Background: an optimization exercise with open tools, aiming at a short achievable clock period and few clock cycles per item. Do not read the settings as production practice. For this run, only the layout was checked, not whether the RTL still works. Power figures rest on the tool's default switching activity, not on a simulated workload.

**design/flow/design.v**
```verilog
package t2t_pkg;
  localparam int DATA_W  = 32;
  localparam int SYM_W   = 4;
  localparam int NUM_SYM = 16;
  localparam int PRICE_W = 16;
  localparam int VOL_W   = 16;
  localparam int OID_W   = 16;
  localparam int MSG_TYPE_HI = 31;
  localparam int MSG_TYPE_LO = 30;
  localparam int SYM_HI = 29;
  localparam int SYM_LO = 26;
  localparam logic [1:0] MSG_NEW    = 2'd0;
  localparam logic [1:0] MSG_TRADE  = 2'd1;
  localparam logic [1:0] MSG_CANCEL = 2'd2;
  localparam logic [1:0] MSG_OTHER  = 2'd3;
  localparam logic [1:0] ST_WAIT  = 2'd0;
  localparam logic [1:0] ST_LD    = 2'd1;
  localparam logic [1:0] ST_CMP   = 2'd2;
  localparam logic [1:0] ST_ISSUE = 2'd3;
  localparam logic [1:0] FLD_ENABLE      = 2'd0;
  localparam logic [1:0] FLD_PRICE_LIMIT = 2'd1;
  localparam logic [1:0] FLD_MIN_VOLUME  = 2'd2;
  localparam logic [1:0] FLD_ORDER_QTY   = 2'd3;
endpackage
import t2t_pkg::*;
module strategy_engine
(
  input  logic               clk,
  input  logic               reset_n,
  input  logic               cfg_wr,
  input  logic [SYM_W-1:0]   cfg_sym,
  input  logic [1:0]         cfg_field,
  input  logic [DATA_W-1:0]  cfg_wdata,
  input  logic               dec_valid,
  input  logic               dec_sop,
  input  logic [DATA_W-1:0]  dec_data,
  output logic               dec_ready,
  input  logic               order_ready,
  output logic               order_valid,
  output logic [OID_W-1:0]   order_id,
  output logic [SYM_W-1:0]   order_sym,
  output logic [PRICE_W-1:0] order_price,
  output logic [VOL_W-1:0]   order_qty
);
  localparam int ORD_W = SYM_W + PRICE_W + VOL_W;
  logic [NUM_SYM-1:0] enable_q;
  logic [PRICE_W-1:0] price_limit_q [NUM_SYM];
  logic [VOL_W-1:0]   min_volume_q  [NUM_SYM];
  logic [VOL_W-1:0]   order_qty_q   [NUM_SYM];
  always_ff @(posedge clk) begin
    if (!reset_n) begin
      enable_q <= '0;
      for (int i = 0; i < NUM_SYM; i++) begin
        price_limit_q[i] <= '0;
        min_volume_q[i]  <= '0;
        order_qty_q[i]   <= '0;
      end
    end else if (cfg_wr) begin
      case (cfg_field)
        FLD_ENABLE:      enable_q[cfg_sym]      <= cfg_wdata[0];
        FLD_PRICE_LIMIT: price_limit_q[cfg_sym] <= cfg_wdata[PRICE_W-1:0];
        FLD_MIN_VOLUME:  min_volume_q[cfg_sym]  <= cfg_wdata[VOL_W-1:0];
        FLD_ORDER_QTY:   order_qty_q[cfg_sym]   <= cfg_wdata[VOL_W-1:0];
        default: ;
      endcase
    end
  end
  logic               dec_ready_q;
  logic               xfer;
  logic               beat1;
  logic               beat2;
  logic [SYM_W-1:0]   sym_in;
  logic [VOL_W-1:0]   vol_in;
  logic               busy;
  logic               hd_en;
  logic [SYM_W-1:0]   hd_sym;
  logic [PRICE_W-1:0] hd_price;
  logic [PRICE_W-1:0] hd_lim;
  logic [VOL_W-1:0]   hd_minv;
  logic [VOL_W-1:0]   hd_qty;
  assign dec_ready = dec_ready_q;
  assign xfer   = dec_valid & dec_ready_q;
  assign beat1  = xfer & dec_sop & (dec_data[MSG_TYPE_HI:MSG_TYPE_LO] == MSG_NEW);
  assign beat2  = xfer & busy & ~dec_sop;
  assign sym_in = dec_data[SYM_HI:SYM_LO];
  assign vol_in = dec_data[VOL_W-1:0];
  always_ff @(posedge clk) begin
    if (!reset_n)  busy <= 1'b0;
    else if (xfer) busy <= beat1;
    if (beat1) begin
      hd_sym   <= sym_in;
      hd_price <= dec_data[PRICE_W-1:0];
      hd_en    <= enable_q[sym_in];
      hd_lim   <= price_limit_q[sym_in];
      hd_minv  <= min_volume_q[sym_in];
      hd_qty   <= order_qty_q[sym_in];
    end
  end
  logic               p_valid;
  logic [ORD_W-1:0]   p_ord;
  always_ff @(posedge clk) begin
    if (!reset_n) p_valid <= 1'b0;
    else          p_valid <= beat2 & hd_en & (hd_price <= hd_lim) & (hd_minv <= vol_in);
    p_ord <= {hd_sym, hd_price, (vol_in < hd_qty) ? vol_in : hd_qty};
  end
  logic [ORD_W-1:0]   fifo [2];
  logic               rd_ptr, wr_ptr;
  logic [1:0]         fcnt;
  logic [OID_W-1:0]   id_q;
  logic               take, ld, fifo_ne, push, pop;
  logic [2:0]         pend;
  assign take     = order_valid & order_ready;
  assign ld       = ~order_valid | order_ready;
  assign fifo_ne  = (fcnt != 2'd0);
  assign pop      = ld & fifo_ne;
  assign push     = p_valid & ~(ld & ~fifo_ne);
  assign order_id = id_q;
  always_ff @(posedge clk) begin
    if (!reset_n) begin
      order_valid <= 1'b0;
      rd_ptr      <= 1'b0;
      wr_ptr      <= 1'b0;
      fcnt        <= 2'd0;
      id_q        <= '0;
    end else begin
      if (ld)   order_valid <= fifo_ne | p_valid;
      if (pop)  rd_ptr <= ~rd_ptr;
      if (push) wr_ptr <= ~wr_ptr;
      fcnt <= fcnt + push - pop;
      if (take) id_q <= id_q + 1'b1;
    end
    if (ld)   {order_sym, order_price, order_qty} <= fifo_ne ? fifo[rd_ptr] : p_ord;
    if (push) fifo[wr_ptr] <= p_ord;
  end
  assign pend = 3'(order_valid) + 3'(fcnt) + 3'(p_valid) + 3'(dec_ready_q & busy);
  always_ff @(posedge clk) begin
    if (!reset_n) dec_ready_q <= 1'b1;
    else          dec_ready_q <= (pend < 3'd3);
  end
endmodule
```
**design/flow/run.sh**
```bash
#!/bin/bash
# synth_recipe.tcl (not shown) runs the flow's synth.tcl, then flattens the netlist and writes it again
# the make line also repeats each setting of config.mk as NAME=value (left out here)
make -C /OpenROAD-flow-scripts/flow DESIGN_CONFIG=/design/flow/config.mk WORK_HOME=/design/flow/orfs CLKGATE_MAP_FILE= SYNTH_SCRIPT=/design/flow/synth_recipe.tcl finish
```
**design/flow/config.mk**
```make
export PLATFORM = sky130hd
export DESIGN_NAME = strategy_engine
export DESIGN_NICKNAME = strategy_engine
export VERILOG_FILES = /design/flow/design.v
export SDC_FILE = /design/flow/constraint.sdc
export NUM_CORES = 4
export LEC_CHECK = 0
export ABC_CLOCK_PERIOD_IN_PS = 1600
export CAP_MARGIN = 20
export CORE_MARGIN = 2
export CORE_UTILIZATION = 40
export SETUP_SLACK_MARGIN = 2.0
export SLEW_MARGIN = 20
export TNS_END_PERCENT = 100
```
**design/flow/constraint.sdc**
```tcl
create_clock -name core_clock -period 3.6 [get_ports {clk}]
set_input_delay 0.7200 -clock core_clock [delete_from_list [all_inputs] [get_ports {clk}]]
set_output_delay 0.7200 -clock core_clock [all_outputs]
set_load 0.01 [all_outputs]
```
==> flow_summary_export.csv <==
group,metric,value,unit
synth,ys_warn_count,1,
pwr,swShare,0.240,
pwr,sequentialPowerShare,0.494,
routing,avgViaCountPerCell,5.40,
cells_and_area,layout_common_cells,"edfxtp_1 (945), and2_1 (773), mux4_2 (245)",
synth,synth_seq_cells,1022,
cts,cts.clk_slew.worst_paths,60,ps
cells_and_area,fin_nets,3240,
synth,yosysTopAreaCell,"edfxtp_1",
timing,relSlewSlack,0.297,
synth,synth-xor-area-share,0.00390,
worst_setup_path,endpoint_kind,"flop",
synth,async_reset_ff_frac,0,
routing,wl_met1,49500,microns
synth,synthMuxAreaShare,0.135,
worst_setup_path,cp.required,4180,ps
timing,finalHoldViolCount,0,
synth,synth_cell_type_count,54,
synth,ys_seq_area_frac,0.666,
timing,fin_tns_setup,0,ps
cts,htree_levels,3,
grt,grt_pass1_wl,175000,microns
floorplan,core-area,0.111,sq mm
worst_setup_path,path_class,"flop to flop",
routing,top_layer_used,"met5",
synth,ys.flop_type,"edfxtp_1",
synth,yosys.area_share.adder,0.0165,
timing,setup_viol,0,
worst_setup_path,reg2reg_from,"hd_qty[14]$_DFFE_PP_",
cells_and_area,fillers,9027,
cells_and_area,area_delta_synth_final,24.0,%
status,status,"complete, no violations",
min_path,min_path_cells,2,
synth,syn_nets,2966,
synth,yosysTopAreaCellShare,0.632,
pwr,vdd.ir_drop.worst,0.000413,V
pwr,power_frac_clock,0.388,
synth,synth.area.top_cells,"edfxtp_1 (63%), mux4_2 (12%), and2_1 (11%)",
worst_setup_path,r2r_cells,8,
grt,grt_overflow,0,
cts,cts_hold_buf,0,
routing,route.vias.total,25400,
pwr,netSwitchingPower,6.82,mW
routing,drc,0,
cts,root_buffer,"clkbuf_16",
pwr,p_leak,19.7,nW
routing,wl_met3,9250,microns
timing,finalWorstSetupSlack,1560,ps
cts,cts_tree,"done",
cts,cts.path.max_buffers,3,
placement,dpl.hpwl,70700,microns
synth,synth_top_family_by_area,"multiplexers",
worst_setup_path,regToRegEndpoint,"p_ord[2]$_DFF_P_",
job,cap_violations,0,
pwr,p_comb_frac,0.117,
routing,wl_per_cell,25.9,microns
min_path,min_to,"dec_ready_q$_SDFF_PN1_",
grt,antenna_found_initial,7,
worst_setup_path,start_kind,"flop",
timing,rsz0062_at_grt,"true",
floorplan,dieHeight,339,microns
routing,first_iter_violations,2473,
pwr,p_total,28.4,mW
routing,routed_wl,122000,microns
timing,finalMaxSlewViolations,0,
worst_setup_path,critPathMaxFanout,7,
placement,gp_congestion,0.803,
synth,syn_avg_cell_area,15.9,sq um
grt,grt_usage,0.209,
floorplan,dieArea,0.115,sq mm
cells_and_area,drive_above_1_share,0.291,
cts,clk_latency,720,ps
synth,syn_area,0.0449,sq mm
synth,synth_compound_area_frac,0.0206,
worst_setup_path,critPathArrivalTime,2620,ps
floorplan,rows,122,
placement,place_ws,102,ps
routing,drtPass1Iterations,6,
synth,synth-simple-area-share,0.131,
timing,clock_skew,44.5,ps
synth,synth-edff-count,945,
timing,period_minus_slack,2040,ps
min_path,hold_start,"reset_n",
floorplan,start_util,0.405,
timing,whs,290,ps
grt,first_global_vias,25800,
floorplan,die_x,339,microns
worst_setup_path,r2r_slack,1560,ps
cells_and_area,final_common_cell,"edfxtp_1",
floorplan,num_io_pins,130,
placement,io_buffers,103,
pwr,power_density,511,mW/mm^2
synth,synth_cells,2832,
cells_and_area,final_core_util,0.502,
cts,cts_buffers,109,
routing,postRouteAntennaNets,0,
timing,worstMarginPinSlew,1050,ps
pwr,p_int,21.6,mW
grt,grt_max_degree,73,
cts,clock_sinks,1022,
min_path,hp-class,"primary input to flop",
timing,min_period_over_period,0.567,
routing,wl_met2,59200,microns
timing,clock.fmax,0.490,GHz
layer usage:
| layer | vias up | track usage |
|---|---|---|
| met1 | 13200 | 0.280 |
| li1 | 11100 | - |
| met5 | - | 0 |
| met2 | 889 | 0.341 |
| met4 | 2 | 0.0639 |
| met3 | 204 | 0.0449 |
state kept, by name (all words and copies together) (netlist names), 16 cells and up, named ones only:
register	count
order_qty	16
p_ord	36
hd_minv	16
hd_lim	16
fifo	72
order_qty_q	256
id_q	16
enable_q	16
price_limit_q	256
hd_qty	16
min_volume_q	256
hd_price	16
order_price	16
power by group through the flow:
stage	Clock [mW]	Sequential (mW)	Combinational (mW)
2_1_floorplan	0	14.3	1.73
3_3_place_gp	0	14.3	2.96
3_5_place_dp	0	14.3	3.07
4_1_cts	11.2	14.1	3.32
5_1_grt	11.7	14.1	3.57
6_report	11.0	14.1	3.34
worst max-delay path, stage by stage (launching register included):
cell      delay [ps]
edfxtp_1         500
inv_2             70
ha_1             320
a21oi_2          130
nand2_1           60
a21o_1           190
a211o_4          310
buf_8            160
mux2i_4          180
per-stage QoR:
stage          instances  area [sq um]
6_report            4698         55700
5_1_grt             4690         55600
4_1_cts             4659         55000
3_5_place_dp        4301         48500
3_3_place_gp        4300         48500
2_1_floorplan       2832         45900
cell families (layout without fill, tap and decap cells):
group,Yosys count,in the layout
simple gates,1008,1009
compound gates,150,150
fa+ha+maj,58,58
mux,299,299
flops,1022,1022
buf+inv,275,643
xor+xnor,20,20
other cells,0,9
cell type report:
cell class	instances	area, sq um	share of cell area
clock buffers	146	2910	0.0522
inverters	53	210	0.00378
repair buffers	384	4980	0.0894
flip-flops and latches	1022	30000	0.538
diodes	9	22.5	0.000405
multi-input cells	1536	15100	0.271
clock inverters	60	624	0.0112
well taps	1488	1860	0.0334
how the worst max path moves through the flow:
| stage | startpoint | to | slack, ps | cells past startpoint |
|---|---|---|---|---|
| finish | hd_qty[14]$_DFFE_PP_ | p_ord[2]$_DFF_P_ | 1560 | 8 |
| CTS | hd_qty[1]$_DFFE_PP_ | p_ord[2]$_DFF_P_ | 1550 | 7 |
| detailed placement | cfg_sym[2] | min_volume_q[4][9]$_SDFFCE_PN0P_ | 100 | 5 |
| global route | hd_qty[2]$_DFFE_PP_ | p_ord[2]$_DFF_P_ | 1510 | 8 |
| global placement | cfg_sym[2] | min_volume_q[4][9]$_SDFFCE_PN0P_ | 260 | 5 |
| floorplan | dec_data[31] | hd_en$_DFFE_PP_ | 130 | 1 |
cell usage after synthesis (7+ instances only):
| cell | count |
|---|---|
| a21boi_0 | 7 |
| a21oi_1 | 55 |
| and2_1 | 776 |
| buf_1 | 11 |
| buf_2 | 17 |
| buf_6 | 17 |
| clkbuf_1 | 176 |
| dfxtp_1 | 77 |
| edfxtp_1 | 945 |
| ha_1 | 56 |
| inv_1 | 52 |
| mux2i_1 | 53 |
| mux4_2 | 245 |
| nand2_1 | 41 |
| nand3_1 | 16 |
| nand4_1 | 17 |
| nor2_1 | 123 |
| o21a_1 | 10 |
| o21ai_0 | 51 |
| xnor2_1 | 10 |
| xor2_1 | 10 |
timing repair:
| action | 4_1_cts | 5_1_grt |
|---|---|---|
| pin swaps | 64 | 21 |
| endpoints found under the setup margin | 1863 | 1072 |
| gates cloned | 38 | 9 |
| gates resized for setup | 470 | 73 |
| setup buffers | 114 | 21 |

==> afterwards: timing with drivers on the ports <==
In the flow no input, the clock included, has a driving cell. The finished layout below was timed again as built, in two steps. Step 1 assumes that a clkbuf_16 drives the clock port and a buf_2 every other input. Step 2, shift: input delay + t, output delay - t, t = (earliest + latest rising clock arrival at the registers) / 2. This alone moves slack from input paths to output paths. Slacks: no drivers / after step 1 / after step 2; pairs: no drivers / after step 1.
t (ns): 0.769
setup WS [ns]: 1.559 / 1.449 / 0.680
hold WS [ns]: 0.290 / 0.255 / 0.340
clock arrival spread, ns: 0.051 / 0.050
slew at the worst register clock pin (ns): 0.07 / 0.07
After both steps this run still meets setup and hold. For this run, drivers alone change the setup slack by -0.110 ns; drivers and shift together by -0.879 ns.
